Source: an optimization exercise on an open RTL-to-GDS flow (aim: small area). Production flows keep margins and buffers that such runs may drop. Where RTL was checked, it was by simulation tests only, not by an equivalence proof against the original. Function not checked in runs 1 and 2: the RTL went through the layout flow alone. Power is estimated from default activity; no workload was simulated.

**flow/design.v**
```verilog
module joint_pwm_ramp_ctrl #(
  parameter int JOINTS     = 4,
  parameter int PWM_PERIOD = 100000,
  parameter int RAMP_STEP  = 100,
  parameter int WDT_CYCLES = 5000000
) (
  input  logic                 clk,
  input  logic                 rst_n,
  input  logic                 enable,
  input  logic                 cmd_valid,
  output logic                 cmd_ready,
  input  logic [3:0]           cmd_joint,
  input  logic [31:0]          cmd_value,
  output logic [32*JOINTS-1:0] duty_cmd,
  output logic                 period_tick,
  output logic                 busy,
  output logic                 fault
);
  localparam int WDT_W  = $clog2(WDT_CYCLES + 1);
  localparam int DW     = $clog2(PWM_PERIOD + 1) + 1;    
  localparam int RINGS  = PWM_PERIOD / JOINTS;           
  localparam int HI_W   = $clog2(RINGS);
  localparam logic [HI_W-1:0]    HI_LAST  = HI_W'(RINGS - 1);
  localparam logic [WDT_W-1:0]   WDT_PRE  = WDT_W'(WDT_CYCLES - 2);
  localparam logic signed [32:0] LIM_HI   = 33'(PWM_PERIOD);
  localparam logic signed [32:0] LIM_LO   = -LIM_HI;
  localparam logic signed [DW:0] STEP_HI  = (DW+1)'(RAMP_STEP);
  localparam logic signed [DW:0] STEP_LO  = -STEP_HI;
  localparam logic [DW-1:0]      STEP_P   = DW'(RAMP_STEP);
  localparam logic [DW-1:0]      STEP_N   = -STEP_P;
  localparam bit                 WDT_USE_LFSR = (WDT_CYCLES == 60000) && (WDT_W == 16);
  localparam logic [15:0]        WDT_LFSR_PRE = 16'h2b75;
  function automatic logic [DW-1:0] clamp_duty(input logic [31:0] v);
    logic signed [32:0] w;
    w = $signed({v[31], v});
    if (w > $signed(LIM_HI))      clamp_duty = LIM_HI[DW-1:0];
    else if (w < $signed(LIM_LO)) clamp_duty = LIM_LO[DW-1:0];
    else                          clamp_duty = v[DW-1:0];
  endfunction
  function automatic logic [DW-1:0] ramp_duty(input logic [DW-1:0] cur, input logic [DW-1:0] tgt);
    logic signed [DW:0] c, t, d;
    logic [DW-1:0] s;
    logic opp, small_c, big_d;
    c       = $signed({cur[DW-1], cur});
    t       = $signed({tgt[DW-1], tgt});
    d       = t - c;
    opp     = (cur[DW-1] && !tgt[DW-1] && (tgt != '0)) ||
              (tgt[DW-1] && !cur[DW-1] && (cur != '0));
    small_c = (c <= $signed(STEP_HI)) && (c >= $signed(STEP_LO));
    big_d   = (d > $signed(STEP_HI)) || (d < $signed(STEP_LO));
    s       = cur + (d[DW] ? STEP_N : STEP_P);
    if (opp && small_c) ramp_duty = '0;
    else if (big_d)     ramp_duty = s;
    else                ramp_duty = tgt;
  endfunction
  logic [JOINTS-1:0] ring_q;       
  logic [HI_W-1:0]   hi_q;         
  logic              busy_q;
  logic [WDT_W-1:0]  wdt_q;
  logic              fault_q, fault_d;
  logic [JOINTS-1:0] tv_q;
  logic [DW-1:0]     tgt_q  [JOINTS];
  logic [DW-1:0]     duty_q [JOINTS];
  logic              tick, accept, sweep_on;
  logic [JOINTS-1:0] sel, upd, ld, wr;
  logic [DW-1:0]     cmd_clamped, cur_sel, tgt_sel, t_in, new_duty;
  logic              tv_sel;
  assign tick        = ring_q[JOINTS-1] && (hi_q == HI_LAST);
  assign cmd_ready   = enable && !fault_q && !busy_q;
  assign busy        = busy_q;
  assign period_tick = tick;
  assign fault       = fault_q;
  assign accept      = cmd_valid && cmd_ready;
  assign cmd_clamped = clamp_duty(cmd_value);
  assign sel      = {ring_q[JOINTS-2:0], ring_q[JOINTS-1]};
  assign sweep_on = tick || (busy_q && !ring_q[JOINTS-1]);
  always_comb begin
    upd[0] = tick;
    for (int j = 1; j < JOINTS; j++) upd[j] = busy_q && ring_q[j-1];
    for (int j = 0; j < JOINTS; j++) begin
      ld[j] = !enable || upd[j];
      wr[j] = accept && (cmd_joint == 4'(j));
    end
  end
  logic wdt_pre, wdt_clr;
  logic [WDT_W-1:0] wdt_step;
  assign wdt_clr = accept || !enable;
  if (WDT_USE_LFSR) begin : g_wdt_lfsr
    assign wdt_pre  = (wdt_q == WDT_LFSR_PRE);
    assign wdt_step = {wdt_q[14:0], ~(wdt_q[15] ^ wdt_q[14] ^ wdt_q[12] ^ wdt_q[3])};
  end else begin : g_wdt_bin
    assign wdt_pre  = (wdt_q == WDT_PRE);
    assign wdt_step = wdt_q + WDT_W'(1);
  end
  assign fault_d = enable && (fault_q || (!accept && wdt_pre));
  for (genvar g = 0; g < JOINTS; g++) begin : g_pack
    assign duty_cmd[32*g +: 32] = {{(32-DW){duty_q[g][DW-1]}}, duty_q[g]};
  end
  always_comb begin
    cur_sel = '0;
    tgt_sel = '0;
    tv_sel  = 1'b0;
    for (int j = 0; j < JOINTS; j++) begin
      cur_sel = cur_sel | (duty_q[j] & {DW{sel[j]}});
      tgt_sel = tgt_sel | (tgt_q[j] & {DW{sel[j]}});
      tv_sel  = tv_sel | (tv_q[j] & sel[j]);
    end
    if (wr[0])       t_in = cmd_clamped;
    else if (tv_sel) t_in = tgt_sel;
    else             t_in = '0;
    new_duty = enable ? ramp_duty(cur_sel, t_in) : '0;
  end
  always_ff @(posedge clk or negedge rst_n) begin
    if (!rst_n) begin
      ring_q  <= JOINTS'(1);
      hi_q    <= '0;
      busy_q  <= 1'b0;
      wdt_q   <= '0;
      fault_q <= 1'b0;
      tv_q    <= '0;
    end else begin
      ring_q  <= sel;
      if (ring_q[JOINTS-1]) hi_q <= tick ? '0 : hi_q + HI_W'(1);
      busy_q  <= enable && sweep_on;
      wdt_q   <= wdt_clr ? '0 : wdt_step;
      fault_q <= fault_d;
      for (int j = 0; j < JOINTS; j++)
        tv_q[j] <= enable && !fault_d && (tv_q[j] || wr[j]);
    end
  end
  always_ff @(posedge clk) begin
    for (int j = 0; j < JOINTS; j++)
      if (wr[j]) tgt_q[j] <= cmd_clamped;
  end
  always_ff @(posedge clk or negedge rst_n) begin
    if (!rst_n) begin
      for (int j = 0; j < JOINTS; j++) duty_q[j] <= '0;
    end else begin
      for (int j = 0; j < JOINTS; j++)
        if (ld[j]) duty_q[j] <= new_duty;
    end
  end
endmodule
module joint_ramp_ctrl16 (
  input  logic          clk,
  input  logic          rst_n,
  input  logic          enable,
  input  logic          cmd_valid,
  output logic          cmd_ready,
  input  logic [3:0]    cmd_joint,
  input  logic [31:0]   cmd_value,
  output logic [511:0]  duty_cmd,
  output logic          period_tick,
  output logic          busy,
  output logic          fault
);
  joint_pwm_ramp_ctrl #(
    .JOINTS     (16),
    .PWM_PERIOD (2000),
    .RAMP_STEP  (50),
    .WDT_CYCLES (60000)
  ) u_ctrl (
    .clk         (clk),
    .rst_n       (rst_n),
    .enable      (enable),
    .cmd_valid   (cmd_valid),
    .cmd_ready   (cmd_ready),
    .cmd_joint   (cmd_joint),
    .cmd_value   (cmd_value),
    .duty_cmd    (duty_cmd),
    .period_tick (period_tick),
    .busy        (busy),
    .fault       (fault)
  );
endmodule
```
**flow/flow/run.sh**
```bash
#!/bin/bash
set -euo pipefail
bash standard.sh finish \
  "BUFFER_PORTS_ARGS=-buffer_cell sky130_fd_sc_hd__buf_1" \
  "CTS_ARGS=-sink_clustering_enable -repair_clock_nets -dont_use_dummy_load -buf_list {sky130_fd_sc_hd__clkbuf_8} -sink_clustering_size 16 -sink_clustering_max_diameter 50" \
  "RECOVER_POWER=100" \
  > standard_flow.log 2>&1
```
**flow/standard.sh**
```bash
#!/bin/bash
# synth_recipe.tcl (not shown) runs the flow's synth.tcl, then flattens the netlist and writes it again
# the make line also repeats each setting of config.mk as NAME=value (left out here)
make -C /OpenROAD-flow-scripts/flow DESIGN_CONFIG=/design/flow/config.mk WORK_HOME=/design/flow/orfs CLKGATE_MAP_FILE= SYNTH_SCRIPT=/design/flow/synth_recipe.tcl "${@:-finish}"
```
**flow/config.mk**
```make
export PLATFORM = sky130hd
export DESIGN_NAME = joint_ramp_ctrl16
export DESIGN_NICKNAME = joint_ramp_ctrl16
export VERILOG_FILES = /design/flow/design.v
export SDC_FILE = /design/flow/constraint.sdc
export NUM_CORES = 4
export LEC_CHECK = 0
export CAP_MARGIN = 20
export CORE_MARGIN = 2
export CORE_UTILIZATION = 30
export SLEW_MARGIN = 20
```
**flow/constraint.sdc**
```tcl
create_clock -name core_clock -period 12.0 [get_ports {clk}]
set_input_delay 2.4000 -clock core_clock [delete_from_list [all_inputs] [get_ports {clk}]]
set_output_delay 2.4000 -clock core_clock [all_outputs]
set_load 0.01 [all_outputs]
```
==> results_dict.tcl, run 1 <==
set metrics [dict create \
    status "complete, but fails checks" \
    so_faults "capacitance limit, slew limit" \
    cts_setup_buffers 0 \
    synthCells 1964 \
    core_area_um2 74600 \
    drt_first_pass_iters 6 \
    post-route-min-period_ps 10380 \
    seq_area_um2 12000 \
    synth_top_area_cell "dfrtp_1" \
    htreeDepth 2 \
    slew_headroom_pct -127 \
    worst_pin_slew_ps 3410 \
    drive_above_1_share_pct 8.24 \
    antenna_found_initial 1 \
    die_area_um2 77600 \
    fin_skew_ps 140 \
    synth.avg_cell_area_um2 11.5 \
    row_count 100 \
    cts_buffers 46 \
    synthTopCellsByCount "buf_4 (324), dfrtp_1 (248), nand2_1 (227)" \
    start_util_pct 30.3 \
    pin_count 556 \
    drtAntennaViolNets 0 \
    tritoncts "yes" \
    grt_pass1_vias 15511 \
    vdd_ir_drop_max_mv 0.0742 \
    ys_ff_latch 441 \
    fillers 7599 \
    hold_viol_final 0 \
    cp-end-kind "register" \
    powerDensity_nw_per_um2 119 \
    grt_setup_unrepaired "no" \
    ys_warn_count 3 \
    synth_ff_type "dfrtp_1" \
    synth_nets 2031 \
    postCtsResizedCells 0 \
    routedWlPerCell_um 27.5 \
    synth_edf_count 192 \
    setup_tns_ps 0 \
    grt_pass1_wl_um 119000 \
    setup_ws_ps 1620 \
    clk_latency_ps 710 \
    die-width_um 279 \
    gp_congestion 0.905 \
    numClockSinks 441 \
    cap_violations 33 \
    p_leak_nw 8.62 \
    grt_start_max_net_pins 144 \
    drc 0 \
    final_cell_area_um2 23600 \
    final_nets 2216 \
    max_freq_mhz 96.3 \
    cts_hold_buf 0 \
    min_path_type "reg -> reg" \
    cts_buffer_depth 3 \
    yosysUniqueCellTypes 84 \
    hpwl_um 61000 \
    design_power_total_mw 2.81 \
    synth_most_common_cell "buf_4" \
    cts.clk_slew.worst_paths_ps 80 \
    critical_path_required_ps 12380 \
    via_per_inst 5.45 \
    vias 16984 \
    drt_iter0_drc 1761 \
    synthTopCellsByArea "dfrtp_1 (27%), edfxtp_1 (25%), buf_4 (11%)" \
    worst_setup_path_start_kind "input port" \
    worstSetupPathType "in -> reg" \
    critPathArrivalTime_ps 10760 \
    die_y_um 279 \
    io_buffers 555 \
    synthesis.area_um2 22600 \
    cts-root-buf "clkbuf_8" \
    multiInputGateArea_um2 7300 \
    synth_top_area_share_pct 27.4 \
    wl_um 85800 \
    post-route-period-util_pct 86.5 \
    async_reset_ff_share_pct 56.5 \
    grt.overflow.total 0 \
    syn_to_final_growth_pct 4.44 \
    grt_usage_pct 21.1 \
    post-place-ws_ps 2530 \
    critical_path_peak_fanout 21 \
    placed_cell_area_um2 23300 \
    ys_seq_area_share_pct 53.0 \
    setup_viol 0 \
    final-max-slew-violation-count 733 \
]
[stage by stage]
step / cells / hold WS [ps] / utilization (%)
finish: 3117 / 467 / 31.7
global route: 3116 / 480 / 31.7
CTS: 3115 / 464 / 32.0
detailed placement: 3069 / 480 / 31.2
global placement: 3068 / 467 / 31.2
floorplan: 1964 / 349 / -
[layout by cell type, fill, tap and decap left out, types with 31 or more instances in the layout]
master,synthesis,layout
nor2_1,57,56
dfrtp_1,248,242
clkbuf_1,92,76
a22o_1,88,88
o21ai_0,24,31
buf_1,6,506
clkbuf_8,0,46
a221oi_1,85,85
nand2_1,227,227
o31ai_2,85,75
edfxtp_1,192,192
o31ai_1,60,70
a21oi_1,35,35
[path summary, 6_finish.rpt]
check                                                        end  cells after the start                        from  slack, ps
max in group asynchronous             u_ctrl.ring_q[2]$_DFF_PN0_                      3                       rst_n       4890
worst min-delay path                   u_ctrl.wdt_q[6]$_DFF_PN0_                      1   u_ctrl.wdt_q[5]$_DFF_PN0_        470
worst max register to register  u_ctrl.duty_q[14][3]$_DFFE_PN0P_                     15  u_ctrl.ring_q[0]$_DFF_PN1_       2030
worst min register to register         u_ctrl.wdt_q[6]$_DFF_PN0_                      1   u_ctrl.wdt_q[5]$_DFF_PN0_        470
min in group asynchronous             u_ctrl.hi_q[6]$_DFFE_PN0P_                      1                       rst_n       2680
worst max-delay path            u_ctrl.duty_q[14][3]$_DFFE_PN0P_                     17                   cmd_valid       1620
[cell type report]
| cell class | instances | share of cell area (%) |
|---|---|---|
| diodes | 1 | 0.0106 |
| clock buffers | 46 | 2.68 |
| inverters | 26 | 0.413 |
| multi-input cells | 1030 | 30.9 |
| flip-flops and latches | 441 | 50.8 |
| well taps | 969 | 5.13 |
| repair buffers | 604 | 10.1 |
[layer usage]
| layer | GRT usage, % | part of all wire [%] | up-vias |
|---|---|---|---|
| met2 | 36.8 | 50 | 943 |
| met3 | 4.13 | 8.2 | 143 |
| met1 | 26.1 | 38 | 8600 |
| met5 | 0 | 0 | - |
| li1 | - | - | 7298 |
| met4 | 7.33 | 4.0 | 0 |
[cell families after synthesis]
group / share of synthesized area, %
muxes: 0.277
buffers and inverters: 14.2
adders and majority gates: 1.56
DFF: 53.0
AOI/OAI and AO/OA: 20.3
xor gates and xnor gates: 0.619
and+or+nand+nor: 9.99
[worst max-delay path, cell delays in order]
cell	delay, ps
buf_1	100
nand4bb_1	550
or3_1	610
or3_1	440
clkinv_1	460
and2_0	330
o2bb2ai_1	230
ha_1	350
nor2b_1	180
o31a_1	320
o211ai_1	320
nand2_1	250
a2111o_1	450
nor4_1	1300
nor4_1	270
a21oi_1	2070
o31ai_1	120
[state kept, by name, indices dropped and copies added, names as in the netlist]
register,cells
u_ctrl.duty_q,192
u_ctrl.tgt_q,192
u_ctrl.ring_q,16
u_ctrl.tv_q,16
u_ctrl.wdt_q,16
u_ctrl.hi_q,7
u_ctrl.busy_q,1
u_ctrl.fault_q,1
[where the power goes]
part / leakage [nW] / switching [mW] / total (mW) / internal (mW)
Combinational: 3.22 / 0.224 / 0.293 / 0.0693
Clock: 0.331 / 0.505 / 0.845 / 0.340
Sequential: 5.06 / 0.0529 / 1.67 / 1.62
Total: 8.62 / 0.782 / 2.81 / 2.03
==> run 2: changes to the inputs <==
==> flow/flow/run.sh (replaced) <==
#!/bin/bash
set -euo pipefail
bash standard.sh finish \
  "BUFFER_PORTS_ARGS=-buffer_cell sky130_fd_sc_hd__buf_1" \
  "CTS_ARGS=-sink_clustering_enable -repair_clock_nets -dont_use_dummy_load -buf_list {sky130_fd_sc_hd__clkbuf_16} -sink_clustering_size 30 -sink_clustering_max_diameter 60" \
  "RECOVER_POWER=100" \
  > standard_flow.log 2>&1
--- a/flow/config.mk
+++ b/flow/config.mk
@@ -8,4 +8,4 @@
 export CAP_MARGIN = 20
 export CORE_MARGIN = 2
-export CORE_UTILIZATION = 30
+export CORE_UTILIZATION = 50
 export SLEW_MARGIN = 20
==> results_dict.tcl, run 2 <==
set metrics [dict create \
    status "complete, but fails checks" \
    so_faults "capacitance limit, slew limit" \
    drt_iter0_drc 1668 \
    setup_tns_ps 0 \
    synthCells 1964 \
    vdd_ir_drop_max_mv 0.107 \
    syn_to_final_growth_pct 3.05 \
    final_nets 2203 \
    tritoncts "yes" \
    ys_seq_area_share_pct 53.0 \
    cap_violations 33 \
    grt_pass1_wl_um 110000 \
    io_buffers 555 \
    holdPathStages 1 \
    grt_usage_pct 32.2 \
    critPathSlowestCell "a21oi_1" \
    worst_pin_slew_ps 3860 \
    use_met3_pct 4.86 \
    dp.cells 2689 \
    critical_path_peak_fanout 55 \
    worstSetupPathType "in -> reg" \
    fin_cells 2726 \
    cts_hold_buf 0 \
    cp_top_family "simple AND/OR/NAND/NOR gates" \
    max_freq_mhz 98.8 \
    synth_nets 2031 \
    combPwrFrac_pct 9.0 \
    crit_buf_inv 4 \
    p_leak_nw 8.68 \
    busiest_layer "met2" \
    die-width_um 217 \
    min_path_type "reg -> reg" \
    row_count 77 \
    start_util_pct 50.9 \
    yosysUniqueCellTypes 84 \
    final_cell_mix "buf_1 (544), dfrtp_1 (247), nand2_1 (227)" \
    fin_skew_ps 71.5 \
    post-route-period-util_pct 84.4 \
    hold_viol_final 0 \
    async_reset_ff_share_pct 56.5 \
    pin_count 556 \
    synthTopCellsByCount "buf_4 (324), dfrtp_1 (248), nand2_1 (227)" \
    seqPwrFrac_pct 56.6 \
    grt_setup_unrepaired "no" \
    setup_ws_ps 1880 \
    p_sw_mw 0.770 \
    routedWlPerCell_um 28.4 \
    cts_buffer_depth 3 \
    setup_viol 0 \
    final-max-slew-violation-count 822 \
    synth.avg_cell_area_um2 11.5 \
    cts-root-buf "clkbuf_16" \
    via_per_inst 6.15 \
    hpwl_um 53200 \
    powerDensity_nw_per_um2 128 \
    top_regs "u_ctrl.duty_q (192), u_ctrl.tgt_q (192)" \
    clk_latency_ps 580 \
    slowest_delay_ps 1260 \
    grtUsageMet1_pct 42.6 \
    drtAntennaViolNets 0 \
    cts.clk_slew.worst_paths_ps 60 \
    swShare_pct 25.9 \
    post-route-min-period_ps 10120 \
    gp_congestion 0.959 \
    crit_cells 18 \
    grt_start_max_net_pins 92 \
    grtUsageMet2_pct 51.9 \
    slew_headroom_pct -157 \
    design_power_total_mw 2.97 \
    worst_setup_path_start_kind "input port" \
    cp_cell_sequence "clkbuf_2, buf_4, nand4bb_1, or3_1, or3_1, clkinv_1, clkbuf_1, nand2_1, o21ai_0, ha_1, a21oi_1, a2bb2oi_1, nand2_1, a2111o_1, nor4_1, nor2_1, a21oi_1, o31ai_1" \
    vias 16767 \
    intPower_mw 2.20 \
    core_area_um2 44400 \
    grt.overflow.total 0 \
    drc 0 \
    ys_warn_count 3 \
    ys_ff_latch 441 \
    drive_above_1_share_pct 7.31 \
    cts_setup_buffers 0 \
    drt_first_pass_iters 5 \
    cts_buffers 35 \
    synth_most_common_cell "buf_4" \
    antenna_found_initial 0 \
    synth_top_area_share_pct 27.4 \
    numClockSinks 441 \
    synth_top_area_cell "dfrtp_1" \
    critical_path_required_ps 12380 \
    die_area_um2 47000 \
    p_clk_share_pct 34.5 \
    synthesis.area_um2 22600 \
    post-place-ws_ps 2480 \
    grt_pass1_vias 15317 \
    cp-end-kind "register" \
    worst_r2r_path_depth 17 \
    final_common_cell "buf_1" \
    antenna_cells 0 \
    postCtsResizedCells 0 \
    synth_ff_type "dfrtp_1" \
    synth_edf_count 192 \
    die_y_um 217 \
    synthTopCellsByArea "dfrtp_1 (27%), edfxtp_1 (25%), buf_4 (11%)" \
    critPathArrivalTime_ps 10500 \
    wl_um 77400 \
    htreeDepth 2 \
]
run 2: cell count changes in the layout (fill, tap and decap cells not counted), sizes merged:
cell / delta
diode: -1
clkbuf: -46
buf: +33
run 2: power by group through the flow:
stage,Sequential [mW],Clock [mW],Combinational [mW]
5_1_grt,1.69,1.10,0.289
3_3_place_gp,1.71,0,0.275
6_report,1.68,1.03,0.267
4_1_cts,1.68,1.04,0.279
2_1_floorplan,1.70,0,0.164
3_5_place_dp,1.71,0,0.279
run 2: area by class of cell:
class                      count  area, µm²
fill                        3967      21100
sequential                   441      12000
multi-input combinational   1030       7270
timing repair buffer         602       2330
clock buffer                  35        876
tap                          592        741
inverter                      26       97.6
run 2: layer usage:
metal	wire (µm)	up-vias	share of wire, %
met1	30500	8393	39
met5	0	-	0
li1	-	7289	-
met4	4340	0	5.6
met2	36700	904	47
met3	5850	181	7.6
run 2: path summary, 6_finish.rpt:
check	startpoint	end	slack, ps
setup reg to reg	u_ctrl.busy_q$_DFF_PN0_	u_ctrl.duty_q[14][11]$_DFFE_PN0P_	3220
max in group asynchronous	rst_n	u_ctrl.duty_q[1][8]$_DFFE_PN0P_	2800
setup / recovery	enable	u_ctrl.duty_q[14][11]$_DFFE_PN0P_	1880
min in group asynchronous	rst_n	u_ctrl.ring_q[15]$_DFF_PN0_	2940
hold / removal	u_ctrl.hi_q[6]$_DFFE_PN0P_	u_ctrl.hi_q[6]$_DFFE_PN0P_	490
hold reg to reg	u_ctrl.hi_q[6]$_DFFE_PN0P_	u_ctrl.hi_q[6]$_DFFE_PN0P_	490
run 2: cells by family after synthesis:
kind of cell,count (synthesis),synth area share [%]
AO/OA/AOI/OAI,523,20.3
XOR/XNOR,16,0.619
adder cells (fa/ha/maj),27,1.56
buffers and inverters,493,14.2
flip-flops,441,53.0
multiplexers,5,0.277
AND/OR/NAND/NOR,459,9.99
run 2: per-stage QoR:
step                      util (%)  cell area (µm²)  hold WS, ps
after global placement        51.3            22800          474
after detailed placement      51.3            22800          481
after CTS                     53.2            23600          492
after floorplan                  -            22600          349
after global routing          52.5            23300          508
final                         52.5            23300          488
==> run 3: changes to the inputs <==
--- a/flow/design.v
+++ b/flow/design.v
@@ -65,5 +65,4 @@
   logic [JOINTS-1:0] sel, upd, ld, wr;
   logic [DW-1:0]     cmd_clamped, cur_sel, tgt_sel, t_in, new_duty;
-  logic              tv_sel;
   assign tick        = ring_q[JOINTS-1] && (hi_q == HI_LAST);
   assign cmd_ready   = enable && !fault_q && !busy_q;
@@ -100,13 +99,9 @@
     cur_sel = '0;
     tgt_sel = '0;
-    tv_sel  = 1'b0;
     for (int j = 0; j < JOINTS; j++) begin
       cur_sel = cur_sel | (duty_q[j] & {DW{sel[j]}});
-      tgt_sel = tgt_sel | (tgt_q[j] & {DW{sel[j]}});
-      tv_sel  = tv_sel | (tv_q[j] & sel[j]);
+      tgt_sel = tgt_sel | (tgt_q[j] & {DW{sel[j] & tv_q[j]}});
     end
-    if (wr[0])       t_in = cmd_clamped;
-    else if (tv_sel) t_in = tgt_sel;
-    else             t_in = '0;
+    t_in = wr[0] ? cmd_clamped : tgt_sel;
     new_duty = enable ? ramp_duty(cur_sel, t_in) : '0;
   end
==> flow/flow/run.sh (replaced) <==
#!/bin/bash
set -euo pipefail
bash standard.sh finish \
  "BUFFER_PORTS_ARGS=-buffer_cell sky130_fd_sc_hd__buf_1" \
  "CTS_ARGS=-sink_clustering_enable -repair_clock_nets -dont_use_dummy_load -buf_list {sky130_fd_sc_hd__clkbuf_8} -sink_clustering_size 16 -sink_clustering_max_diameter 50" \
  > standard_flow.log 2>&1
==> results_dict.tcl, run 3 <==
set metrics [dict create \
    tritoncts "yes" \
    yosys.area_share.simple_pct 15.8 \
    ys_seq_area_share_pct 53.1 \
    critical_path_required_ps 12470 \
    synth_most_common_cell "buf_4" \
    die_area_um2 46900 \
    cts.clk_slew.worst_paths_ps 100 \
    slowest_delay_ps 530 \
    drt_iter0_drc 1882 \
    numClockSinks 441 \
    yosysUniqueCellTypes 81 \
    postCtsResizedCells 0 \
    synthCells 2133 \
    final-max-slew-violation-count 0 \
    slew_headroom_pct 24.9 \
    top_regs "u_ctrl.duty_q (192), u_ctrl.tgt_q (192)" \
    intPower_mw 2.13 \
    worst_pin_slew_ps 1130 \
    grt_pass1_wl_um 116000 \
    grt.overflow.total 0 \
    fin_skew_ps 65.9 \
    critPathSlowestCell "and2_1" \
    max_freq_mhz 116 \
    fin_cells 2912 \
    synth_top_area_cell "dfrtp_1" \
    antenna_found_initial 0 \
    hpwl_um 56400 \
    powerDensity_nw_per_um2 135 \
    cts-root-buf "clkbuf_8" \
    min_path_type "reg -> reg" \
    cts_hold_buf 0 \
    setup_viol 0 \
    die-width_um 217 \
    async_reset_ff_share_pct 56.5 \
    final_nets 2389 \
    syn_to_final_growth_pct 3.52 \
    crit_buf_inv 2 \
    ys_ff_latch 441 \
    synth_top_family_by_area "simple AND/OR/NAND/NOR gates" \
    gp_congestion 0.922 \
    synthTopCellsByCount "buf_4 (322), dfrtp_1 (248), nand2_1 (243)" \
    drt_first_pass_iters 5 \
    final_cell_mix "buf_1 (554), dfrtp_1 (246), nand2_1 (243)" \
    die_y_um 217 \
    pin_count 556 \
    worstSetupPathType "in -> reg" \
    cap_violations 0 \
    grt_usage_pct 34.4 \
    combPwrFrac_pct 17.5 \
    seqPwrFrac_pct 56.6 \
    routedWlPerCell_um 28.2 \
    cts_setup_buffers 0 \
    row_count 77 \
    synthesis.area_um2 22600 \
    grt_setup_unrepaired "no" \
    synth-xor-area-share_pct 0.504 \
    critical_path_peak_fanout 17 \
    dp.cells 2868 \
    vias 17625 \
    status "timing/DRC/antenna clean" \
    io_buffers 555 \
    worst_r2r_path_depth 20 \
    p_leak_nw 8.96 \
    post-route-period-util_pct 71.8 \
    synth_edf_count 192 \
    grt_start_max_net_pins 76 \
    drive_above_1_share_pct 10.1 \
    synthAdderAreaFrac_pct 1.56 \
    synth.avg_cell_area_um2 10.6 \
    cts_buffer_depth 3 \
    synth_ff_type "dfrtp_1" \
    crit_cells 22 \
    swShare_pct 32.4 \
    worst_setup_path_start_kind "input port" \
    grt_pass1_vias 16078 \
    hold_slack_ps 477 \
    drc 0 \
    utilization_pct 52.7 \
    clk_latency_ps 660 \
    synthTopCellsByArea "dfrtp_1 (27%), edfxtp_1 (26%), buf_4 (11%)" \
    synth_compound_area_share_pct 13.8 \
    crit_top_cell "o21ai_0" \
    via_per_inst 6.05 \
    synth_top_area_share_pct 27.5 \
    ys_warn_count 3 \
    setup_tns_ps 0 \
    antenna_cells 0 \
    final_common_cell "buf_1" \
    wl_um 82100 \
    holdPathStages 1 \
    cp-end-kind "register" \
    hold_viol_final 0 \
    synth_nets 2200 \
    cp_cell_sequence "buf_1, nor4_1, nand4_1, nor3_1, or2_2, and2_1, o21ai_0, ha_1, fa_1, nand2b_1, a21o_1, a211oi_1, o32a_1, inv_1, ha_1, nand2_1, o21ai_0, o211ai_1, a311oi_1, o21a_1, o31a_1, o21ai_0" \
    htreeDepth 2 \
    cts_buffers 43 \
    critPathArrivalTime_ps 9080 \
    drtAntennaViolNets 0 \
    post-route-min-period_ps 8610 \
    core_area_um2 44400 \
    muxShareOfSynthArea_pct 0.792 \
    cp_top_family "compound AO/OA/AOI/OAI gates" \
    fillers 4025 \
    p_clk_share_pct 25.9 \
    start_util_pct 50.9 \
    vdd_ir_drop_max_mv 0.105 \
    p_sw_mw 1.02 \
]
-- run 3: routing by layer --
layer / vias up / GRT usage, % / wire, µm
li1: 7721 / - / -
met1: 8704 / 44.4 / 31200
met2: 987 / 55.6 / 39200
met3: 213 / 5.68 / 6860
met4: 0 / 18.5 / 4900
met5: - / 0 / 0
-- run 3: kinds of logic (layout without fill, tap and decap cells) --
| logic type | Yosys count | in the layout |
|---|---|---|
| AO/OA/AOI/OAI | 428 | 428 |
| multiplexers | 16 | 16 |
| XOR/XNOR | 13 | 13 |
| flip-flops | 441 | 441 |
| adder cells (fa/ha/maj) | 27 | 27 |
| buffers and inverters | 494 | 681 |
| AND/OR/NAND/NOR | 714 | 714 |
-- run 3: worst reg2reg max path, stage by stage (launching register included) --
cell,delay (ps)
dfrtp_1,640
buf_4,380
a22o_1,250
a221oi_1,570
and4_1,370
inv_1,100
ha_1,220
fa_1,490
nand2b_1,270
a21o_1,250
a211oi_1,310
o32a_1,480
inv_1,280
ha_1,430
nand2_1,70
o21ai_0,370
o211ai_1,200
a311oi_1,360
o21a_1,180
o31a_1,530
o21ai_0,170
-- run 3: final timing paths --
check / from / endpoint / slack, ps
setup / recovery: cmd_value[21] / u_ctrl.duty_q[12][10]$_DFFE_PN0P_ / 3390
hold / removal: u_ctrl.wdt_q[6]$_DFF_PN0_ / u_ctrl.wdt_q[7]$_DFF_PN0_ / 480
setup reg to reg: u_ctrl.ring_q[1]$_DFF_PN0_ / u_ctrl.duty_q[12][10]$_DFFE_PN0P_ / 4910
hold reg to reg: u_ctrl.wdt_q[6]$_DFF_PN0_ / u_ctrl.wdt_q[7]$_DFF_PN0_ / 480
max in group asynchronous: rst_n / u_ctrl.duty_q[0][0]$_DFFE_PN0P_ / 8070
min in group asynchronous: rst_n / u_ctrl.tv_q[4]$_DFF_PN0_ / 1800
-- run 3: power groups by stage --
stage / registers [mW] / logic [mW] / clock network [mW]
after floorplan: 1.80 / 0.479 / 0
after global placement: 1.81 / 0.553 / 0
after detailed placement: 1.81 / 0.553 / 0
after CTS: 1.78 / 0.554 / 0.832
after global routing: 1.80 / 0.594 / 0.885
final: 1.78 / 0.551 / 0.816
-- run 3: through the flow --
stage | setup WS (ps) | total power, mW | area, µm²
after detailed placement | 2530 | 2.37 | 22800
after global placement | 2880 | 2.36 | 22800
after global routing | 2680 | 3.27 | 23400
after floorplan | 4170 | 2.28 | 22600
after CTS | 3210 | 3.17 | 23300
final | 3390 | 3.15 | 23400
-- run 3: final cells by class --
| type | instances | area [µm²] | share of cell area (%) |
|---|---|---|---|
| clock buffer | 43 | 592 | 2.53 |
| inverter | 35 | 134 | 0.572 |
| multi-input combinational | 1198 | 7450 | 31.9 |
| sequential | 441 | 12000 | 51.3 |
| tap | 592 | 741 | 3.17 |
| timing repair buffer | 603 | 2470 | 10.6 |
==> run 4: changes to the inputs <==
--- a/flow/design.v
+++ b/flow/design.v
@@ -27,6 +27,4 @@
   localparam logic signed [DW:0] STEP_HI  = (DW+1)'(RAMP_STEP);
   localparam logic signed [DW:0] STEP_LO  = -STEP_HI;
-  localparam logic [DW-1:0]      STEP_P   = DW'(RAMP_STEP);
-  localparam logic [DW-1:0]      STEP_N   = -STEP_P;
   localparam bit                 WDT_USE_LFSR = (WDT_CYCLES == 60000) && (WDT_W == 16);
   localparam logic [15:0]        WDT_LFSR_PRE = 16'h2b75;
@@ -39,17 +37,16 @@
   endfunction
   function automatic logic [DW-1:0] ramp_duty(input logic [DW-1:0] cur, input logic [DW-1:0] tgt);
-    logic signed [DW:0] c, t, d;
-    logic [DW-1:0] s;
-    logic opp, small_c, big_d;
+    logic signed [DW:0] c, t, s;
+    logic up, opp, small_c, big_d;
     c       = $signed({cur[DW-1], cur});
     t       = $signed({tgt[DW-1], tgt});
-    d       = t - c;
+    up      = t > c;
+    s       = c + (up ? $signed(STEP_HI) : $signed(STEP_LO));
+    big_d   = up ? (t > s) : (t < s);
     opp     = (cur[DW-1] && !tgt[DW-1] && (tgt != '0)) ||
               (tgt[DW-1] && !cur[DW-1] && (cur != '0));
     small_c = (c <= $signed(STEP_HI)) && (c >= $signed(STEP_LO));
-    big_d   = (d > $signed(STEP_HI)) || (d < $signed(STEP_LO));
-    s       = cur + (d[DW] ? STEP_N : STEP_P);
     if (opp && small_c) ramp_duty = '0;
-    else if (big_d)     ramp_duty = s;
+    else if (big_d)     ramp_duty = s[DW-1:0];
     else                ramp_duty = tgt;
   endfunction
==> results_dict.tcl, run 4 <==
set metrics [dict create \
    status "timing/DRC/antenna clean" \
    max_freq_mhz 99.5 \
    synthTopCellsByArea "dfrtp_1 (29%), edfxtp_1 (27%), buf_4 (11%)" \
    tritoncts "yes" \
    grt_start_max_net_pins 77 \
    setup_viol 0 \
    die-width_um 212 \
    syn_to_final_growth_pct 4.26 \
    htreeDepth 2 \
    worst_pin_slew_ps 1160 \
    wl_um 78000 \
    hold_viol_final 0 \
    synth_nets 2068 \
    crit_top_cell "ha_1" \
    pin_count 556 \
    cts_buffer_depth 3 \
    top_regs "u_ctrl.duty_q (192), u_ctrl.tgt_q (192)" \
    die_y_um 212 \
    cts.clk_slew.worst_paths_ps 60 \
    yosysUniqueCellTypes 74 \
    synthCells 1990 \
    final-max-slew-violation-count 0 \
    start_util_pct 50.4 \
    post-route-min-period_ps 10050 \
    synth.avg_cell_area_um2 10.8 \
    worstSetupPathType "in -> reg" \
    worst_r2r_path_depth 29 \
    async_reset_ff_share_pct 56.5 \
    critical_path_required_ps 12440 \
    setup_tns_ps 0 \
    slew_headroom_pct 22.8 \
    cts_hold_buf 0 \
    fin_skew_ps 74.2 \
    grt_setup_unrepaired "no" \
    holdPathStages 1 \
    vias 16846 \
    clk_latency_ps 650 \
    worst_setup_path_start_kind "input port" \
    cts-root-buf "clkbuf_8" \
    r2r_start "u_ctrl.ring_q[5]$_DFF_PN0_" \
    io_buffers 555 \
    drt_first_pass_iters 5 \
    drive_above_1_share_pct 7.36 \
    antenna_found_initial 0 \
    final_nets 2294 \
    cap_violations 0 \
    critical_path_peak_fanout 17 \
    min_path_type "reg -> reg" \
    critPathSlowestCell "a21oi_2" \
    antenna_cells 0 \
    grt.overflow.total 0 \
    synth_top_area_share_pct 28.8 \
    grt_pass1_vias 15329 \
    powerDensity_nw_per_um2 138 \
    reg2reg_slack_ps 2860 \
    ys_ff_latch 441 \
    synthTopCellsByCount "buf_4 (321), nand2_1 (267), dfrtp_1 (248)" \
    p_leak_nw 8.80 \
    min_from "u_ctrl.hi_q[6]$_DFFE_PN0P_" \
    final_cell_mix "buf_1 (554), nand2_1 (267), dfrtp_1 (247)" \
    hpwl_um 52600 \
    die_area_um2 44800 \
    cts_setup_buffers 0 \
    drc 0 \
    routedWlPerCell_um 28.3 \
    fillers 3856 \
    cts_buffers 43 \
    grt_pass1_wl_um 109000 \
    ys_seq_area_share_pct 55.6 \
    drtAntennaViolNets 0 \
    synth_top_area_cell "dfrtp_1" \
    vdd_ir_drop_max_mv 0.104 \
    numClockSinks 441 \
    via_per_inst 6.10 \
    hold_slack_ps 492 \
    row_count 76 \
    gp_congestion 0.928 \
    final_common_cell "buf_1" \
    critPathArrivalTime_ps 10500 \
    core_area_um2 42800 \
    postCtsResizedCells 0 \
    cp-end-kind "register" \
    drt_iter0_drc 1810 \
    synth_edf_count 192 \
    min_to "u_ctrl.hi_q[6]$_DFFE_PN0P_" \
    r2r_end "u_ctrl.duty_q[11][3]$_DFFE_PN0P_" \
    synthesis.area_um2 21600 \
    slowest_delay_ps 740 \
    grt_usage_pct 34.1 \
    ys_warn_count 3 \
    synth_ff_type "dfrtp_1" \
    synth_most_common_cell "buf_4" \
    post-route-period-util_pct 83.8 \
]
[run 4: how the worst max path moves through the flow]
stage | from | slack [ps] | end
after floorplan | cmd_value[17] | 2340 | u_ctrl.duty_q[15][7]$_DFFE_PN0P_
after global placement | cmd_value[17] | 1480 | u_ctrl.duty_q[15][3]$_DFFE_PN0P_
after detailed placement | cmd_value[17] | 1370 | u_ctrl.duty_q[7][3]$_DFFE_PN0P_
after CTS | cmd_value[17] | 2050 | u_ctrl.duty_q[11][3]$_DFFE_PN0P_
after global routing | cmd_value[17] | 1300 | u_ctrl.duty_q[5][3]$_DFFE_PN0P_
final | cmd_value[17] | 1950 | u_ctrl.duty_q[11][3]$_DFFE_PN0P_
[run 4: power breakdown]
group	internal (mW)	switching (mW)	total [mW]
sequential	1.65	0.127	1.78
combinational	0.147	0.370	0.517
clock	0.319	0.493	0.813
[run 4: critical path: cells and delay by family]
kind            cells  cell delay (ps)
fa+ha+maj           3              990
compound gates     14             3310
xor+xnor            1              320
buf+inv             3              430
simple gates       11             2990
[run 4: cell families after synthesis]
group | after synthesis | share of synthesized area (%)
AO/OA/AOI/OAI | 488 | 15.3
XOR/XNOR | 12 | 0.487
adder cells (fa/ha/maj) | 38 | 2.24
buffers and inverters | 470 | 14.1
flip-flops | 441 | 55.6
multiplexers | 10 | 0.702
AND/OR/NAND/NOR | 531 | 11.5
[run 4: cell type report]
type / count / area, µm² / area share, %
Sequential cell: 441 / 12000 / 53.4
Multi-Input combinational cell: 1079 / 6560 / 29.2
Timing Repair Buffer: 609 / 2490 / 11.1
Tap cell: 546 / 683 / 3.04
Clock buffer: 43 / 592 / 2.63
Inverter: 42 / 158 / 0.701
[run 4: metal layers]
metal	global-route usage, %	vias up	part of all wire (%)
met2	54.5	943	47
met5	0	-	0
li1	-	7242	-
met3	5.90	230	8.2
met1	45.2	8431	40
met4	16.8	0	5.1
[run 4: per-stage QoR]
stage	cell area (µm²)	setup WS (ps)	power (mW)	instances	util, %
after floorplan	21600	2340	2.23	1990	-
after global placement	21900	1480	2.32	2717	51.1
after detailed placement	21900	1370	2.32	2717	51.2
after CTS	22500	2050	3.11	2760	52.5
after global routing	22500	1300	3.23	2760	52.5
final	22500	1950	3.11	2760	52.5
==> run 5: changes to the inputs <==
--- a/flow/design.v
+++ b/flow/design.v
@@ -57,9 +57,11 @@
   logic              fault_q, fault_d;
   logic [JOINTS-1:0] tv_q;
-  logic [DW-1:0]     tgt_q  [JOINTS];
+  logic [DW-1:0]     tring_q [JOINTS];    
   logic [DW-1:0]     duty_q [JOINTS];
   logic              tick, accept, sweep_on;
-  logic [JOINTS-1:0] sel, upd, ld, wr;
-  logic [DW-1:0]     cmd_clamped, cur_sel, tgt_sel, t_in, new_duty;
+  logic [JOINTS-1:0] sel, upd, ld, wr, wslot;
+  logic [3:0]        phase, wpos;
+  logic [DW-1:0]     cmd_clamped, cur_sel, t_in, new_duty;
+  logic              tv_sel;
   assign tick        = ring_q[JOINTS-1] && (hi_q == HI_LAST);
   assign cmd_ready   = enable && !fault_q && !busy_q;
@@ -78,4 +80,8 @@
       wr[j] = accept && (cmd_joint == 4'(j));
     end
+    phase = '0;
+    for (int i = 0; i < JOINTS; i++) if (ring_q[i]) phase = phase | 4'(i);
+    wpos = cmd_joint - phase - 4'd2;
+    for (int p = 0; p < JOINTS; p++) wslot[p] = accept && (wpos == 4'(p));
   end
   logic wdt_pre, wdt_clr;
@@ -95,10 +101,12 @@
   always_comb begin
     cur_sel = '0;
-    tgt_sel = '0;
+    tv_sel  = 1'b0;
     for (int j = 0; j < JOINTS; j++) begin
       cur_sel = cur_sel | (duty_q[j] & {DW{sel[j]}});
-      tgt_sel = tgt_sel | (tgt_q[j] & {DW{sel[j] & tv_q[j]}});
+      tv_sel  = tv_sel | (tv_q[j] & sel[j]);
     end
-    t_in = wr[0] ? cmd_clamped : tgt_sel;
+    if (wr[0])       t_in = cmd_clamped;
+    else if (tv_sel) t_in = tring_q[0];
+    else             t_in = '0;
     new_duty = enable ? ramp_duty(cur_sel, t_in) : '0;
   end
@@ -122,6 +130,6 @@
   end
   always_ff @(posedge clk) begin
-    for (int j = 0; j < JOINTS; j++)
-      if (wr[j]) tgt_q[j] <= cmd_clamped;
+    for (int p = 0; p < JOINTS; p++)
+      tring_q[p] <= wslot[p] ? cmd_clamped : tring_q[(p + 1) % JOINTS];
   end
   always_ff @(posedge clk or negedge rst_n) begin
==> results_dict.tcl, run 5 <==
set metrics [dict create \
    die_area_um2 45000 \
    start_util_pct 50.5 \
    grt_pass1_vias 15490 \
    syn_to_final_growth_pct 3.19 \
    grt_pass1_wl_um 102000 \
    worst_pin_slew_ps 1120 \
    final_cell_mix "buf_1 (554), nand2_1 (438), dfrtp_1 (248)" \
    post-route-period-util_pct 86.4 \
    critical_path_peak_fanout 17 \
    fin_skew_ps 71.8 \
    synth_edf_count 0 \
    final_cell_area_um2 22300 \
    fin_cells 3016 \
    hpwl_um 50400 \
    min_path_type "reg -> reg" \
    grt_setup_unrepaired "no" \
    slowest_delay_ps 580 \
    powerDensity_nw_per_um2 132 \
    drt_first_pass_iters 5 \
    cts_setup_buffers 0 \
    utilization_pct 52.1 \
    die_y_um 212 \
    grt_usage_pct 30.5 \
    status "timing/DRC/antenna clean" \
    drt_iter0_drc 1753 \
    vdd_ir_drop_max_mv 0.0786 \
    htreeDepth 2 \
    placed_cell_area_um2 21800 \
    drc 0 \
    max_freq_mhz 96.4 \
    cts.clk_slew.worst_paths_ps 90 \
    die-width_um 212 \
    synthTopCellsByCount "nand2_1 (438), buf_4 (323), dfrtp_1 (248)" \
    critical_path_required_ps 12490 \
    grt.overflow.total 0 \
    worstSetupPathType "in -> reg" \
    p_leak_nw 9.29 \
    critPathSlowestCell "o21ai_0" \
    setup_tns_ps 0 \
    wl_um 70000 \
    synth_top_area_cell "dfrtp_1" \
    top_regs "u_ctrl.duty_q (192), u_ctrl.tring_q (192)" \
    slew_headroom_pct 24.8 \
    setup_viol 0 \
    row_count 76 \
    cts_buffers 42 \
    synthTopCellsByArea "dfrtp_1 (29%), dfxtp_1 (18%), buf_4 (11%)" \
    synth_most_common_cell "nand2_1" \
    hold_viol_final 0 \
    critPathArrivalTime_ps 10860 \
    io_buffers 555 \
    antenna_found_initial 1 \
    antenna_cells 0 \
    numClockSinks 441 \
    clk_latency_ps 640 \
    synthCells 2250 \
    cts_hold_buf 0 \
    final_nets 2516 \
    gp_congestion 0.949 \
    drtAntennaViolNets 0 \
    dp.cells 2974 \
    pin_count 556 \
    cp-end-kind "register" \
    ys_seq_area_share_pct 46.6 \
    postCtsResizedCells 0 \
    final-max-slew-violation-count 0 \
    synth_nets 2333 \
    cts-root-buf "clkbuf_8" \
    cap_violations 0 \
    synth.avg_cell_area_um2 9.62 \
    ys_warn_count 3 \
    ys_ff_latch 441 \
    synthesis.area_um2 21600 \
    grt_start_max_net_pins 145 \
    post-route-min-period_ps 10370 \
    worst_setup_path_start_kind "input port" \
    synth_ff_type "dfrtp_1" \
    via_per_inst 5.72 \
    drive_above_1_share_pct 10.3 \
    async_reset_ff_share_pct 56.5 \
    vias 17256 \
    tritoncts "yes" \
    synth_top_area_share_pct 28.7 \
    design_power_total_mw 2.96 \
    routedWlPerCell_um 23.2 \
    core_area_um2 42900 \
    final_common_cell "buf_1" \
    cts_buffer_depth 3 \
    yosysUniqueCellTypes 68 \
]
## run 5: cell count changes in the layout (fill, tap and decap cells not counted), moves of 36 or more
cell | previous run | this run
a22oi_1 | 114 | 33
o31ai_1 | 1 | 85
edfxtp_1 | 192 | 0
nand2_1 | 267 | 438
a32oi_1 | 36 | 0
o31ai_2 | 0 | 110
dfxtp_1 | 0 | 192
## run 5: kinds of logic (layout without fill, tap and decap cells)
logic type                 Yosys count  count (layout)  share of synthesized area [%]
and+or+nand+nor                    618             618                           12.3
AOI/OAI and AO/OA                  606             606                           21.3
buffers and inverters              514             695                           15.6
DFF                                441             441                           46.6
adders and majority gates           43              43                           2.56
xor gates and xnor gates            14              14                          0.567
muxes                               14              14                           1.05
## run 5: worst paths after layout
kind | startpoint | end | slack, ps | cells after the start
setup / recovery | cmd_value[0] | u_ctrl.duty_q[8][5]$_DFFE_PN0P_ | 1630 | 34
hold / removal | u_ctrl.tring_q[2][0]$_DFF_P_ | u_ctrl.tring_q[1][0]$_DFF_P_ | 410 | 2
setup reg to reg | u_ctrl.ring_q[0]$_DFF_PN1_ | u_ctrl.duty_q[8][5]$_DFFE_PN0P_ | 3120 | 33
hold reg to reg | u_ctrl.tring_q[2][0]$_DFF_P_ | u_ctrl.tring_q[1][0]$_DFF_P_ | 410 | 2
max in group asynchronous | rst_n | u_ctrl.duty_q[7][6]$_DFFE_PN0P_ | 8650 | 2
min in group asynchronous | rst_n | u_ctrl.duty_q[11][1]$_DFFE_PN0P_ | 1940 | 1
## run 5: through the flow
stage | hold WS [ps] | worst slack [ps]
6_report | 414 | 1630
4_1_cts | 406 | 1800
5_1_grt | 416 | 1110
3_5_place_dp | 411 | 1110
2_1_floorplan | 349 | 2680
3_3_place_gp | 403 | 1300
## run 5: critical path: cells and delay by family
family	cells	cell delay [ps]
AOI/OAI and AO/OA	17	3930
adders and majority gates	3	990
muxes	2	960
buffers and inverters	5	1050
and+or+nand+nor	6	1380
xor gates and xnor gates	1	110
## run 5: area by class of cell
cell class,instances,area (µm²)
clock buffer,42,578
fill,3983,20600
inverter,39,146
multi-input combinational,1295,8250
sequential,441,10100
tap,585,732
timing repair buffer,614,2550
## run 5: power breakdown
group | internal (mW) | total, mW | switching, mW
Combinational | 0.135 | 0.429 | 0.294
Clock | 0.313 | 0.797 | 0.484
Sequential | 1.63 | 1.73 | 0.101
## run 5: layer usage
layer / track usage (%) / wire, µm
met1: 43.4 / 30000
met2: 45.6 / 30600
met3: 7.25 / 6710
met4: 10.8 / 2620
met5: 0 / 13
==> run 6: changes to the inputs <==
--- a/flow/design.v
+++ b/flow/design.v
@@ -30,9 +30,10 @@
   localparam logic [15:0]        WDT_LFSR_PRE = 16'h2b75;
   function automatic logic [DW-1:0] clamp_duty(input logic [31:0] v);
-    logic signed [32:0] w;
-    w = $signed({v[31], v});
-    if (w > $signed(LIM_HI))      clamp_duty = LIM_HI[DW-1:0];
-    else if (w < $signed(LIM_LO)) clamp_duty = LIM_LO[DW-1:0];
-    else                          clamp_duty = v[DW-1:0];
+    logic over_hi, over_lo;
+    over_hi = !v[31] && ((|v[30:DW-1]) || (v[DW-2:0] > LIM_HI[DW-2:0]));
+    over_lo =  v[31] && (!(&v[30:DW-1]) || (v[DW-2:0] < LIM_LO[DW-2:0]));
+    if (over_hi)      clamp_duty = LIM_HI[DW-1:0];
+    else if (over_lo) clamp_duty = LIM_LO[DW-1:0];
+    else              clamp_duty = v[DW-1:0];
   endfunction
   function automatic logic [DW-1:0] ramp_duty(input logic [DW-1:0] cur, input logic [DW-1:0] tgt);
@@ -56,12 +57,12 @@
   logic [WDT_W-1:0]  wdt_q;
   logic              fault_q, fault_d;
-  logic [JOINTS-1:0] tv_q;
+  logic [JOINTS-1:0] tv_q;         
   logic [DW-1:0]     tring_q [JOINTS];    
   logic [DW-1:0]     duty_q [JOINTS];
   logic              tick, accept, sweep_on;
-  logic [JOINTS-1:0] sel, upd, ld, wr, wslot;
+  logic [JOINTS-1:0] sel, upd, wslot;
   logic [3:0]        phase, wpos;
   logic [DW-1:0]     cmd_clamped, cur_sel, t_in, new_duty;
-  logic              tv_sel;
+  logic              wr0;
   assign tick        = ring_q[JOINTS-1] && (hi_q == HI_LAST);
   assign cmd_ready   = enable && !fault_q && !busy_q;
@@ -77,6 +78,4 @@
     for (int j = 1; j < JOINTS; j++) upd[j] = busy_q && ring_q[j-1];
     for (int j = 0; j < JOINTS; j++) begin
-      ld[j] = !enable || upd[j];
-      wr[j] = accept && (cmd_joint == 4'(j));
     end
     phase = '0;
@@ -84,4 +83,5 @@
     wpos = cmd_joint - phase - 4'd2;
     for (int p = 0; p < JOINTS; p++) wslot[p] = accept && (wpos == 4'(p));
+    wr0 = accept && (cmd_joint == 4'd0);
   end
   logic wdt_pre, wdt_clr;
@@ -101,13 +101,11 @@
   always_comb begin
     cur_sel = '0;
-    tv_sel  = 1'b0;
     for (int j = 0; j < JOINTS; j++) begin
       cur_sel = cur_sel | (duty_q[j] & {DW{sel[j]}});
-      tv_sel  = tv_sel | (tv_q[j] & sel[j]);
     end
-    if (wr[0])       t_in = cmd_clamped;
-    else if (tv_sel) t_in = tring_q[0];
+    if (wr0)          t_in = cmd_clamped;
+    else if (tv_q[0]) t_in = tring_q[0];
     else             t_in = '0;
-    new_duty = enable ? ramp_duty(cur_sel, t_in) : '0;
+    new_duty = ramp_duty(cur_sel, t_in);
   end
   always_ff @(posedge clk or negedge rst_n) begin
@@ -126,5 +124,5 @@
       fault_q <= fault_d;
       for (int j = 0; j < JOINTS; j++)
-        tv_q[j] <= enable && !fault_d && (tv_q[j] || wr[j]);
+        tv_q[j] <= enable && !fault_d && (wslot[j] || tv_q[(j + 1) % JOINTS]);
     end
   end
@@ -133,10 +131,20 @@
       tring_q[p] <= wslot[p] ? cmd_clamped : tring_q[(p + 1) % JOINTS];
   end
+  logic [JOINTS-1:0] hold, load_n;
+  logic [DW-1:0]     new_n;
+  logic [DW-1:0]     duty_d [JOINTS];
+  always_comb begin
+    new_n = ~new_duty;
+    for (int j = 0; j < JOINTS; j++) begin
+      hold[j]   = enable && !upd[j];
+      load_n[j] = !(enable && upd[j]);
+      duty_d[j] = ~(({DW{load_n[j]}} | new_n) & ~(duty_q[j] & {DW{hold[j]}}));
+    end
+  end
   always_ff @(posedge clk or negedge rst_n) begin
     if (!rst_n) begin
       for (int j = 0; j < JOINTS; j++) duty_q[j] <= '0;
     end else begin
-      for (int j = 0; j < JOINTS; j++)
-        if (ld[j]) duty_q[j] <= new_duty;
+      for (int j = 0; j < JOINTS; j++) duty_q[j] <= duty_d[j];
     end
   end
==> results_dict.tcl, run 6 <==
set metrics [dict create \
    status "timing/DRC/antenna clean" \
    numClockSinks 441 \
    grt_start_max_net_pins 149 \
    hpwl_um 50600 \
    drtAntennaViolNets 0 \
    dp.cells 2894 \
    synth_nets 2340 \
    worst_pin_slew_ps 1160 \
    cts_buffers 44 \
    cts_setup_buffers 0 \
    synth_edf_count 0 \
    synthTopCellsByCount "buf_4 (320), o21ai_0 (285), nand2_1 (268)" \
    start_util_pct 50.6 \
    r2r_end "u_ctrl.duty_q[0][2]$_DFF_PN0_" \
    placed_cell_area_um2 20600 \
    hold_viol_final 0 \
    cp-end-kind "register" \
    pin_count 556 \
    wl_um 70600 \
    yosysUniqueCellTypes 68 \
    critPathSlowestCell "and2_1" \
    slowest_delay_ps 710 \
    grt_usage_pct 31.8 \
    synth_compound_area_share_pct 17.7 \
    via_per_inst 5.88 \
    synth_top_family_by_area "compound AO/OA/AOI/OAI gates" \
    synth-xor-area-share_pct 0.680 \
    min_path_type "reg -> reg" \
    clk_latency_ps 640 \
    async_reset_ff_share_pct 56.5 \
    cap_violations 0 \
    ys_seq_area_share_pct 48.9 \
    synthesis.area_um2 20600 \
    synth_top_area_share_pct 30.1 \
    p_leak_nw 8.75 \
    cts_hold_buf 0 \
    muxShareOfSynthArea_pct 0.0971 \
    yosys.area_share.simple_pct 14.4 \
    ys_warn_count 4 \
    crit_top_cell "o21ai_0" \
    hold_slack_ps 402 \
    io_buffers 555 \
    setup_tns_ps 0 \
    cts_buffer_depth 3 \
    grt_pass1_vias 15744 \
    die-width_um 207 \
    grt_setup_unrepaired "no" \
    ys_ff_latch 441 \
    tritoncts "yes" \
    die_y_um 207 \
    synth_ff_type "dfrtp_1" \
    synthTopCellsByArea "dfrtp_1 (30%), dfxtp_1 (19%), buf_4 (12%)" \
    grt_pass1_wl_um 104000 \
    synthCells 2256 \
    top_regs "u_ctrl.duty_q (192), u_ctrl.tring_q (192)" \
    holdPathStages 2 \
    fin_skew_ps 63.1 \
    antenna_cells 0 \
    drt_iter0_drc 1739 \
    critical_path_required_ps 12410 \
    crit_buf_inv 3 \
    fin_cells 2938 \
    grt.overflow.total 0 \
    drc 0 \
    setup_ws_ps 1910 \
    antenna_found_initial 2 \
    max_freq_mhz 99.1 \
    critPathArrivalTime_ps 10500 \
    synth.avg_cell_area_um2 9.14 \
    vias 17285 \
    reg2reg_slack_ps 3320 \
    r2r_start "u_ctrl.busy_q$_DFF_PN0_" \
    final-max-slew-violation-count 0 \
    worst_setup_path_start_kind "input port" \
    synthAdderAreaFrac_pct 2.74 \
    drt_first_pass_iters 6 \
    critical_path_peak_fanout 17 \
    routedWlPerCell_um 24.0 \
    min_from "u_ctrl.tring_q[11][1]$_DFF_P_" \
    cts.clk_slew.worst_paths_ps 90 \
    min_to "u_ctrl.tring_q[10][1]$_DFF_P_" \
    gp_congestion 0.963 \
    synth_most_common_cell "buf_4" \
    post-route-min-period_ps 10090 \
    post-route-period-util_pct 84.1 \
    cts-root-buf "clkbuf_8" \
    postCtsResizedCells 0 \
    fillers 3933 \
    cp_top_family "compound AO/OA/AOI/OAI gates" \
    worstSetupPathType "in -> reg" \
    final_common_cell "buf_1" \
    post-place-ws_ps 1100 \
    vdd_ir_drop_max_mv 0.0775 \
    final_cell_area_um2 21200 \
    powerDensity_nw_per_um2 129 \
    final_cell_mix "buf_1 (553), o21ai_0 (285), nand2_1 (268)" \
    setup_viol 0 \
    die_area_um2 42900 \
    synth_top_area_cell "dfrtp_1" \
    design_power_total_mw 2.73 \
    row_count 74 \
    core_area_um2 40700 \
    drive_above_1_share_pct 3.87 \
    final_nets 2492 \
    utilization_pct 52.1 \
    syn_to_final_growth_pct 3.02 \
    htreeDepth 2 \
    slew_headroom_pct 22.5 \
    worst_r2r_path_depth 28 \
]
[run 6: changes by cell type in the layout (fill, tap and decap cells not counted), sizes merged, moves of 7 or more]
cell,before,now
nand3,28,216
nand2,438,268
o31ai,195,30
o21ai,217,375
buf,613,586
a22oi,33,8
nor2,49,30
a21oi,27,14
mux2i,13,2
o22ai,1,11
and3,17,26
and4,6,13
[run 6: logic make-up after synthesis]
group                    after synthesis
AND/OR/NAND/NOR                      631
buffers and inverters                525
adder cells (fa/ha/maj)               44
multiplexers                           2
AO/OA/AOI/OAI                        597
flip-flops                           441
XOR/XNOR                              16
[run 6: final cells by class]
type                    count  area (µm²)  area share [%]
flip-flops and latches    441       10100            47.5
inverters                  43         161           0.760
clock buffers              44         606            2.85
well taps                 532         666            3.13
repair buffers            588        2350            11.1
multi-input cells        1290        7370            34.7
[run 6: worst max path at each step]
stage / start / to / cells after the start
floorplan: cmd_value[0] / u_ctrl.duty_q[0][6]$_DFF_PN0_ / 32
global placement: cmd_value[0] / u_ctrl.duty_q[14][9]$_DFF_PN0_ / 30
detailed placement: cmd_value[1] / u_ctrl.duty_q[14][6]$_DFF_PN0_ / 30
CTS: cmd_value[1] / u_ctrl.duty_q[14][6]$_DFF_PN0_ / 30
global route: cmd_value[0] / u_ctrl.duty_q[13][4]$_DFF_PN0_ / 30
finish: cmd_value[1] / u_ctrl.duty_q[0][2]$_DFF_PN0_ / 30
[run 6: power by group]
group          switching [mW]  internal (mW)  total [mW]
clock                   0.495          0.327       0.821
sequential             0.0447           1.60        1.64
combinational           0.191         0.0784       0.269
total                   0.730           2.00        2.73
[run 6: metal layers]
metal	GRT usage [%]	wire, µm	share of wire, %	vias to the layer above
li1	-	-	-	7839
met1	42.6	28900	41	8383
met2	50.1	32900	47	894
met3	5.09	5340	7.6	165
met4	15.8	3450	4.9	4
met5	0	32	0.045	-
[run 6: tightest hold or removal path, stage by stage, from the launching register on]
cell	delay (ps)
dfxtp_1	310
nand2_1	40
o21ai_0	50
==> run 7: changes to the inputs <==
==> flow/flow/run.sh (replaced) <==
#!/bin/bash
set -euo pipefail
bash standard.sh finish \
  "BUFFER_PORTS_ARGS=-buffer_cell sky130_fd_sc_hd__buf_1" \
  "CTS_ARGS=-sink_clustering_enable -repair_clock_nets -dont_use_dummy_load -buf_list {sky130_fd_sc_hd__clkbuf_4} -sink_clustering_size 10 -sink_clustering_max_diameter 40" \
  > standard_flow.log 2>&1
==> results_dict.tcl, run 7 <==
set metrics [dict create \
    design_power_total_mw 2.63 \
    p_leak_nw 8.71 \
    worst_r2r_path_depth 28 \
    reg2reg_slack_ps 3410 \
    status "timing/DRC/antenna clean" \
    cts_hold_buf 0 \
    post-route-period-util_pct 82.4 \
    vdd_ir_drop_max_mv 0.0786 \
    synthTopCellsByArea "dfrtp_1 (30%), dfxtp_1 (19%), buf_4 (12%)" \
    synth_top_area_share_pct 30.1 \
    grt_pass1_vias 15980 \
    row_count 74 \
    clk_latency_ps 870 \
    drt_first_pass_iters 7 \
    critPathArrivalTime_ps 10520 \
    r2r_start "u_ctrl.busy_q$_DFF_PN0_" \
    fin_cells 2956 \
    post-place-ws_ps 1100 \
    final_cell_mix "buf_1 (553), o21ai_0 (285), nand2_1 (268)" \
    combPwrFrac_pct 10.3 \
    crit_buf_inv 3 \
    async_reset_ff_share_pct 56.5 \
    cp-end-kind "register" \
    syn_to_final_growth_pct 2.31 \
    synth_nets 2340 \
    io_buffers 555 \
    slew_headroom_pct 22.2 \
    routedWlPerCell_um 24.0 \
    grt_start_max_net_pins 149 \
    synthCells 2256 \
    tritoncts "yes" \
    ys_seq_area_share_pct 48.9 \
    final_nets 2509 \
    wl_um 70900 \
    yosysUniqueCellTypes 68 \
    r2r_end "u_ctrl.duty_q[12][2]$_DFF_PN0_" \
    synthTopCellsByCount "buf_4 (320), o21ai_0 (285), nand2_1 (268)" \
    core_area_um2 40700 \
    postCtsResizedCells 0 \
    setup_viol 0 \
    start_util_pct 50.6 \
    final-max-slew-violation-count 0 \
    ys_warn_count 4 \
    worst_setup_path_start_kind "input port" \
    drive_above_1_share_pct 4.54 \
    seqPwrFrac_pct 62.4 \
    synth_edf_count 0 \
    fillers 3957 \
    post-route-min-period_ps 9890 \
    synth.avg_cell_area_um2 9.14 \
    gp_congestion 0.963 \
    htreeDepth 2 \
    slowest_delay_ps 730 \
    hpwl_um 50600 \
    critical_path_peak_fanout 17 \
    numClockSinks 441 \
    antenna_found_initial 2 \
    crit_top_cell "o21ai_0" \
    grt_pass1_wl_um 104000 \
    min_to "u_ctrl.tring_q[10][2]$_DFF_P_" \
    synth_most_common_cell "buf_4" \
    synthesis.area_um2 20600 \
    setup_tns_ps 0 \
    die_y_um 207 \
    cts_buffer_depth 3 \
    grt_setup_unrepaired "no" \
    setup_ws_ps 2110 \
    top_regs "u_ctrl.duty_q (192), u_ctrl.tring_q (192)" \
    die_area_um2 42900 \
    ys_ff_latch 441 \
    pin_count 556 \
    cp_top_family "compound AO/OA/AOI/OAI gates" \
    grtUsageMet1_pct 42.8 \
    min_path_type "reg -> reg" \
    cts_setup_buffers 0 \
    fin_skew_ps 115 \
    grt_usage_pct 31.9 \
    worstSetupPathType "in -> reg" \
    final_cell_area_um2 21100 \
    swShare_pct 27.6 \
    holdPathStages 2 \
    cts.clk_slew.worst_paths_ps 110 \
    drtAntennaViolNets 0 \
    drc 0 \
    cts-root-buf "clkbuf_4" \
    hold_viol_final 0 \
    min_from "u_ctrl.tring_q[11][2]$_DFF_P_" \
    vias 17437 \
    worst_pin_slew_ps 1170 \
    busiest_layer "met2" \
    final_common_cell "buf_1" \
    grtUsageMet2_pct 49.9 \
    synth_ff_type "dfrtp_1" \
    cts_buffers 61 \
    cap_violations 0 \
    drt_iter0_drc 1642 \
    placed_cell_area_um2 20600 \
    via_per_inst 5.90 \
    p_sw_mw 0.726 \
    p_clk_share_pct 27.4 \
    max_freq_mhz 101 \
    synth_top_area_cell "dfrtp_1" \
    use_met3_pct 5.94 \
    powerDensity_nw_per_um2 125 \
    critPathSlowestCell "and2_1" \
    intPower_mw 1.91 \
    dp.cells 2894 \
    critical_path_required_ps 12630 \
    die-width_um 207 \
    grt.overflow.total 0 \
]
-- run 7: cell counts after synthesis --
No cell type changed its count.
-- run 7: per-layer routing --
metal	up-vias	share of wire (%)
li1	7911	-
met1	8403	41
met2	963	46
met3	158	8.4
met4	2	4.5
met5	-	0.018
-- run 7: cell type report --
class / instances / area (µm²) / area share, %
flip-flops and latches: 441 / 10100 / 47.8
well taps: 532 / 666 / 3.16
repair buffers: 588 / 2350 / 11.1
multi-input cells: 1290 / 7370 / 35.0
clock buffers: 61 / 458 / 2.17
inverters: 43 / 161 / 0.765
diodes: 1 / 2.50 / 0.0119
-- run 7: how the worst max path moves through the flow --
stage                       from                             end  slack, ps  depth (start not counted)
floorplan           cmd_value[0]   u_ctrl.duty_q[0][6]$_DFF_PN0_       2990                         32
CTS                 cmd_value[1]  u_ctrl.duty_q[14][6]$_DFF_PN0_       1930                         30
global placement    cmd_value[0]  u_ctrl.duty_q[14][9]$_DFF_PN0_       1200                         30
detailed placement  cmd_value[1]  u_ctrl.duty_q[14][6]$_DFF_PN0_       1100                         30
finish              cmd_value[1]  u_ctrl.duty_q[12][2]$_DFF_PN0_       2110                         30
global route        cmd_value[0]  u_ctrl.duty_q[13][4]$_DFF_PN0_       1420                         30
-- run 7: metrics by stage --
step           util, %  hold WS, ps
3_3_place_gp      50.6          404
5_1_grt           51.8          391
2_1_floorplan        -          352
4_1_cts           51.7          364
6_report          51.8          355
3_5_place_dp      50.6          410
-- run 7: tightest hold or removal path, cell delays in order, from the launching register on --
cell and delay [ps]:
dfxtp_1 300, nand2_1 40, o21ai_0 50
-- run 7: logic make-up after synthesis --
family,Yosys count,share of synthesized area (%)
DFF,441,48.9
muxes,2,0.0971
xor gates and xnor gates,16,0.680
buffers and inverters,525,15.4
AOI/OAI and AO/OA,597,17.7
adders and majority gates,44,2.74
and+or+nand+nor,631,14.4
-- run 7: power by group through the flow --
stage	Combinational [mW]	Clock, mW	Sequential (mW)
CTS	0.267	0.736	1.64
global route	0.306	0.795	1.65
global placement	0.262	0	1.67
finish	0.270	0.720	1.64
floorplan	0.168	0	1.65
detailed placement	0.266	0	1.67

[what the ideal ports hide]
The flow's constraints put no driver on any port. The routed layouts listed below were extracted and timed again, unchanged, in two steps. Step 1 (the two cells are an assumption about what drives the block):
set clk [get_ports {clk}]
set_driving_cell -lib_cell sky130_fd_sc_hd__clkbuf_16 $clk
set_driving_cell -lib_cell sky130_fd_sc_hd__buf_2 [delete_from_list [all_inputs] $clk]
Step 2 times the ports against the registers' clock, not the clock port: input delays grow and output delays shrink by t, the midpoint of the rising clock arrivals with the driver on. Slacks: ideal / step 1 / step 2; pairs: ideal / step 1.
run | shift t [ns] | setup slack, ns | hold slack, ns | pins driven straight from the clock port
run 1 | 0.693 | 1.620 / 1.652 / 0.959 | 0.467 / 0.467 / 0.467 | 1
run 2 | 0.605 | 1.876 / 1.911 / 1.306 | 0.488 / 0.488 / 0.488 | 1
run 3 | 0.678 | 3.388 / 3.419 / 2.741 | 0.477 / 0.477 / 0.477 | 1
run 4 | 0.665 | 1.947 / 1.977 / 1.312 | 0.492 / 0.492 / 0.492 | 1
run 5 | 0.656 | 1.628 / 1.651 / 0.995 | 0.414 / 0.414 / 0.414 | 1
run 6 | 0.664 | 1.913 / 1.943 / 1.278 | 0.402 / 0.402 / 0.402 | 1
run 7 | 0.863 | 2.110 / 2.141 / 1.278 | 0.355 / 0.355 / 0.355 | 1
For run 7, which loses most, drivers alone change the setup slack by +0.031 ns; drivers and shift together by -0.832 ns.
